This is an optimization exercise on Yosys and OpenROAD, whose aim is small area, not a production implementation. At most, simulation tests tie the RTL to the original design; equivalence was not proved. Power and IR drop assume default switching activity.

== job 4903 ==
==> flow/design.v (excerpt) <==
module bus_subsystem (
  input  logic        ck,
  input  logic        rst,
  output logic        master_in_notify,
  input  logic        master_in_sync,
  input  logic        master_in_trans,
  input  logic [31:0] master_in_addr,
  input  logic [31:0] master_in_data,
  output logic        master_out_notify,
  input  logic        master_out_sync,
  output logic        master_out_ack,
  output logic [31:0] master_out_data
);
  localparam logic [8*32-1:0] rom_words = {
    32'h8000_0000, 32'h7fff_ffff, 32'ha5a5_5a5a, 32'h0f0f_0f0f,
    32'hffff_0000, 32'h89ab_cdef, 32'h1234_5678, 32'h0000_0001
  };
  localparam logic [7:0] wport0 = 8'b0001_0001;
  localparam logic [7:0] wport1 = 8'b0001_0001;
  localparam logic [7:0] wport2 = 8'b0000_0001;
  localparam logic [7:0] rport0 = 8'b0100_1001;
  localparam logic [7:0] rport1 = 8'b0001_0001;
  localparam logic [7:0] rport2 = 8'b0000_0001;
  logic        in_n;     
  logic        out_n;    
  logic [2:0]  cnt;      
  logic [1:0]  win_q;
  logic [2:0]  pos_q;    
  logic        wr_q;
  logic        reg_q;    
  logic        ack_q;
  logic [2:0]  t;
  logic        done;     
  logic [31:0] r;
  logic        accept;
  logic        mapped;
  logic [1:0]  in_win;
  logic [2:0]  in_off;
  logic        rd_in;    
  logic        busy;
  logic        in_n_n;   
  logic        out_n_n;  
  logic [2:0]  t_n;      
  logic        done_n;   
  assign accept = in_n & master_in_sync;
  assign mapped = ~|master_in_addr[31:5];
  assign in_win = master_in_addr[4:3];
  assign in_off = master_in_addr[2:0];
  assign rd_in  = accept & ~master_in_trans & mapped;
  assign busy   = ~in_n & ~out_n;
  assign t_n    = t + 3'd1;
  assign done_n = done | (t == 3'd7);
  always_comb begin
    in_n_n  = in_n;
    out_n_n = out_n;
    if (accept) begin
      in_n_n  = 1'b0;
      out_n_n = ~mapped;
    end else if (out_n) begin
      if (master_out_sync) begin
        out_n_n = 1'b0;
        in_n_n  = 1'b1;
  ...
Size: ~1300 cells after synthesis, ~100 I/O pins, ~20000 sq um of cells after synthesis.
clock: 4.0 ns
lec_check: 0
cap_margin: 20
core_margin: 2
core_utilization: 55
place_density: 0.7
slew_margin: 20
standard.sh (not shown) runs the stock make flow with config.mk's settings and CLKGATE_MAP_FILE= SYNTH_SCRIPT=/design/flow/synth_recipe.tcl, a recipe that flattens the netlist after the stock synthesis.
==> flow/flow/run.sh <==
#!/bin/bash
# The standard layout (standard.sh: ORFS floorplan, power grid, placement,
# routing) with these changes for cell area:
#  - synthesis: the standard flow's script, but ABC maps for area (flow/synth.tcl) and
#    small adders are left to ABC instead of half/full-adder cells,
#  - port buffers use the smallest buffer (every port still gets one),
#  - clock tree: clkbuf_8 sink clusters, no dummy loads.
# make's output goes to flow_make.log; ORFS's per-step logs stay in orfs/logs.
set -euo pipefail
here=$(pwd)
export AREA_ABC_SCRIPT=$here/flow/abc_area.script
bash standard.sh \
  "SYNTH_SCRIPT=$here/flow/synth.tcl" \
  "ADDER_MAP_FILE=" \
  "BUFFER_PORTS_ARGS=-buffer_cell sky130_fd_sc_hd__buf_1" \
  "CTS_ARGS=-sink_clustering_enable -repair_clock_nets -buf_list sky130_fd_sc_hd__clkbuf_8 -sink_clustering_size 19 -sink_clustering_max_diameter 65 -dont_use_dummy_load" \
  finish > flow_make.log 2>&1
==> flow/flow/abc_area.script <==
&get -n
&st
&dch
&nf -a -R 1000 -F 20 -A 20
&put
==> flow/flow/synth.tcl <==
# The standard flow's synthesis script (synth_recipe.tcl) with one change: ABC maps the
# combinational logic with an area-oriented script (abc_area.script beside
# this file) in place of ORFS's speed script. Everything else, flip-flop
# mapping included, is the standard synthesis, so the registers are the same.
proc synth {args} { yosys synth -nofsm -noshare {*}$args }
proc abc {args} {
  set i [lsearch -exact $args -script]
  if { $i >= 0 } { lset args [expr {$i + 1}] $::env(AREA_ABC_SCRIPT) }
  yosys abc {*}$args
}
source $::env(SCRIPTS_DIR)/synth.tcl
# left out here: clear keep_hierarchy, flatten, clean up, hide names made inside functions, write 1_2_yosys.v
Changes in job 7770 relative to job 4903:
Settings: CAP_MARGIN changed from 20 to 0; SLEW_MARGIN changed from 20 to 0; CORE_UTILIZATION changed from 55 to 40; PLACE_DENSITY removed (was 0.7).
==> flow/flow/run.sh <==
#!/bin/bash
# The standard layout (standard.sh: ORFS floorplan, power grid, placement,
# routing) with these changes for cell area:
#  - synthesis: the standard flow's script, but ABC maps for area (flow/synth.tcl),
#  - port buffers use the smallest buffer (every port still gets one),
#  - clock tree: clkbuf_8 sink clusters, no dummy loads.
# make's output goes to flow_make.log; ORFS's per-step logs stay in orfs/logs.
set -euo pipefail
here=$(pwd)
export AREA_ABC_SCRIPT=$here/flow/abc_area.script
bash standard.sh \
  "SYNTH_SCRIPT=$here/flow/synth.tcl" \
  "BUFFER_PORTS_ARGS=-buffer_cell sky130_fd_sc_hd__buf_1" \
  "CTS_ARGS=-sink_clustering_enable -repair_clock_nets -buf_list sky130_fd_sc_hd__clkbuf_8 -sink_clustering_size 20 -sink_clustering_max_diameter 55 -dont_use_dummy_load" \
  finish > flow_make.log 2>&1
==> flow/flow/abc_area.script <==
&get -n
&st
&dch -f
&nf -a -R 1000
&st
&dch -f
&nf -a -R 1000
&put
--- outcome ---
- Compared to job 4903, job 7770 has total track usage 4.9 points lower.
- Of the two values seen for master of the slowest instance on the critical path, buf_1 was produced by job 4903 and fa_1 by job 7770.
- Job 7770 against job 4903: clock period minus worst slack moved up; full die area moved up; layout cell share with drive strength beyond 1 level.
- For job 7770, the start-to-end type of the worst setup path was flip-flop to flip-flop, unlike job 4903, where it was input port to flip-flop.
#### Input delta (job 9665 over job 7770)
Settings: swapping 0 for 20 in SLEW_MARGIN; swapping 0 for 20 in CAP_MARGIN; swapping 40 for 55 in CORE_UTILIZATION; putting PLACE_DENSITY at 0.7 where nothing was set.
==> flow/flow/run.sh <==
#!/bin/bash
# The standard layout (standard.sh: ORFS floorplan, power grid, placement,
# routing) with these changes for cell area:
#  - synthesis: the standard flow's script, but ABC maps for area (flow/synth.tcl) and
#    small adders are left to ABC instead of half/full-adder cells,
#  - port buffers use the smallest buffer (every port still gets one),
#  - clock tree: clkbuf_8 sink clusters, no dummy loads.
# make's output goes to flow_make.log; ORFS's per-step logs stay in orfs/logs.
set -euo pipefail
here=$(pwd)
export AREA_ABC_SCRIPT=$here/flow/abc_area.script
bash standard.sh \
  "SYNTH_SCRIPT=$here/flow/synth.tcl" \
  "ADDER_MAP_FILE=" \
  "BUFFER_PORTS_ARGS=-buffer_cell sky130_fd_sc_hd__buf_1" \
  "CTS_ARGS=-sink_clustering_enable -repair_clock_nets -buf_list sky130_fd_sc_hd__clkbuf_8 -sink_clustering_size 20 -sink_clustering_max_diameter 65 -dont_use_dummy_load" \
  finish > flow_make.log 2>&1
==> flow/flow/abc_area.script <==
&get -n
&st
&dch
&nf -a -R 1000 -F 20 -A 20
&put
Results
Having completed the whole flow, job 9665 delivered a layout that passed the timing, DRC and antenna checks. Job 9665 vs job 7770: total leakage power down in job 9665. For job 9665, the classification of the worst setup path was input port to flip-flop, unlike job 7770, where it was flip-flop to flip-flop. Delta (job 9665 minus job 7770): layout overhead on the synthesized area lost 1.6 points; sequential share of layout area picked up an extra 2.4 points; share of total power in combinational logic lost 1.2 points. Going from job 7770 to job 9665, routed length on met3 went up 61 um, power per cell area went up about 1.4%, post-route non-filler standard cell count went down 258, worst hold slack went down 0.0068 ns, part of the total power dissipated in the clock network went down 0.5 points.
#### Input delta (job 8693 over job 9665)
Settings: changing CORE_UTILIZATION from 55 to 40; removing PLACE_DENSITY (formerly 0.7); setting GPL_TIMING_DRIVEN to 0 for the first time.
==> flow/flow/run.sh <==
#!/bin/bash
# The standard layout (standard.sh: ORFS floorplan, power grid, placement,
# routing) with these changes for cell area:
#  - synthesis: the standard flow's script, but ABC maps for area (flow/synth.tcl),
#  - port buffers use the smallest buffer (every port still gets one),
#  - clock tree: clkbuf_8 sink clusters, no dummy loads.
# make's output goes to flow_make.log; ORFS's per-step logs stay in orfs/logs.
set -euo pipefail
here=$(pwd)
export AREA_ABC_SCRIPT=$here/flow/abc_area.script
bash standard.sh \
  "SYNTH_SCRIPT=$here/flow/synth.tcl" \
  "BUFFER_PORTS_ARGS=-buffer_cell sky130_fd_sc_hd__buf_1" \
  "CTS_ARGS=-sink_clustering_enable -repair_clock_nets -buf_list sky130_fd_sc_hd__clkbuf_8 -sink_clustering_size 20 -sink_clustering_max_diameter 55 -dont_use_dummy_load" \
  finish > flow_make.log 2>&1
==> flow/flow/abc_area.script <==
&get -n
&st
&dch -f
&nf -a -R 1000
&st
&dch -f
&nf -a -R 1000
&put
Results
Compared with job 9665, job 8693 degrades final critical-path setup slack. The core of job 8693 is less densely filled than that of job 9665. Layer with the highest usage = met1: job 9665; layer with the highest usage = met2: job 8693. Share of power burned in registers (higher): job 9665. Max-slew headroom at the worst pin for job 8693: 2.8 points down relative to job 9665. Compared with job 9665, in job 8693 fraction of final layout cells with drive strength greater than 1 increased 0.90 points; wire length on met2 increased 11%; routed wire length saw an increase; number of vias per cell -0.46; number of rows created at floorplan saw an increase. NOTE final cell count job 9665->job 8693 increased by more than 10%.

========
Setup of lane 1:
bus_subsystem, a different RTL version from the one above (not shown whole).
Size: roughly 840 flip-flops, ~100 I/O pins, about 0.023 mm2 of cells after synthesis.
clock: 4.0 ns
lec_check: 0
cap_margin: 20
core_margin: 2
core_utilization: 65
cts_buf_list: sky130_fd_sc_hd__clkbuf_8
cts_cluster_diameter: 50
cts_cluster_size: 18
place_density: 0.75
slew_margin: 20
run.sh (not shown) runs the stock make flow with config.mk's settings and CLKGATE_MAP_FILE= SYNTH_SCRIPT=/design/flow/synth_recipe.tcl, a recipe that flattens the netlist after the stock synthesis.
Stock flow here: none of the scripts above is used.
Lane 1: full flow OK, the timing, DRC and antenna checks passed
The following lists how lane 2 was set up differently from lane 1:
# lane 1
export LEC_CHECK = 0
export CAP_MARGIN = 20
export CORE_MARGIN = 2
export CORE_UTILIZATION = 65
export CTS_BUF_LIST = sky130_fd_sc_hd__clkbuf_8
export CTS_CLUSTER_DIAMETER = 50
export CTS_CLUSTER_SIZE = 18
export PLACE_DENSITY = 0.75
export SLEW_MARGIN = 20
create_clock -name core_clock -period 4.0 [get_ports {ck}]
# lane 2
export LEC_CHECK = 0
export CAP_MARGIN = 20
export CORE_MARGIN = 2
export CORE_UTILIZATION = 40
export CTS_BUF_LIST = sky130_fd_sc_hd__clkbuf_8
export CTS_CLUSTER_DIAMETER = 40
export CTS_CLUSTER_SIZE = 22
export SLEW_MARGIN = 20
create_clock -name core_clock -period 4.0 [get_ports {ck}]
==> results.txt <==
Lane 2 ended up with r[20] as its timing endpoint of the critical path; lane 1 ended up with master_out_data[27]. Compared with lane 1, total of clock buffers placed in the layout in lane 2 increased by more than half. Comparing lane 2 and lane 1, cell count is lower on lane 1. The final reports for lane 2 and lane 1 show switching part of the total power higher in the former. Critical path startpoint: wr_q -> lane 1, t[0] -> lane 2. Compared with lane 1, in lane 2 register-to-register slack held steady; setup fix buffers added after clock tree synthesis held steady. Lane 2: share of final-layout standard cells stronger than drive strength 1 4.8 points above lane 1. Re average size of a mapped cell: no difference whatsoever between lane 1 and lane 2.
Function was not checked in any run of this note: the RTL went through the layout flow alone.

==> what the ideal ports hide <==
No port has a modelled driver above. Below, the same layouts with a new extraction and two added sets of constraints.
Step 1: set_driving_cell puts a clkbuf_16 on ck and a buf_2 on each other input, an assumption about the parent block.
Step 2, shift: input delay + t, output delay - t, t = (earliest + latest rising clock arrival at the registers) / 2. This alone moves slack from input paths to output paths.
Three values: ideal, step 1, step 2; two values: the first two.
| run | shift t [ns] | setup slack, ns | worst setup path after step 2 | slew at the worst register clock pin (ns) | worst slew at a driven data input, ns |
|---|---|---|---|---|---|
| job 4903 | 0.659 | 1.142 / 1.129 / 0.510 | input to register | 0.11 / 0.11 | 0.05 |
| job 7770 | 0.681 | 1.002 / 1.002 / 0.509 | input to register | 0.11 / 0.11 | 0.05 |
| job 9665 | 0.651 | 1.125 / 1.116 / 0.500 | input to register | 0.12 / 0.12 | 0.05 |
| job 8693 | 0.687 | 0.323 / 0.323 / -0.325 | input to register | 0.12 / 0.12 | 0.11 |
| lane 1 | 0.724 | 0.596 / 0.542 / 0.272 | input to register | 0.11 / 0.11 | 0.07 |
| lane 2 | 0.724 | 0.722 / 0.722 / 0.268 | input to register | 0.11 / 0.11 | 0.05 |
With both steps, setup timing fails in job 8693, where it was met with ideal ports. The setup slack of job 8693, which loses most, moves by 0.000 ns with the drivers and by -0.648 ns with both steps.
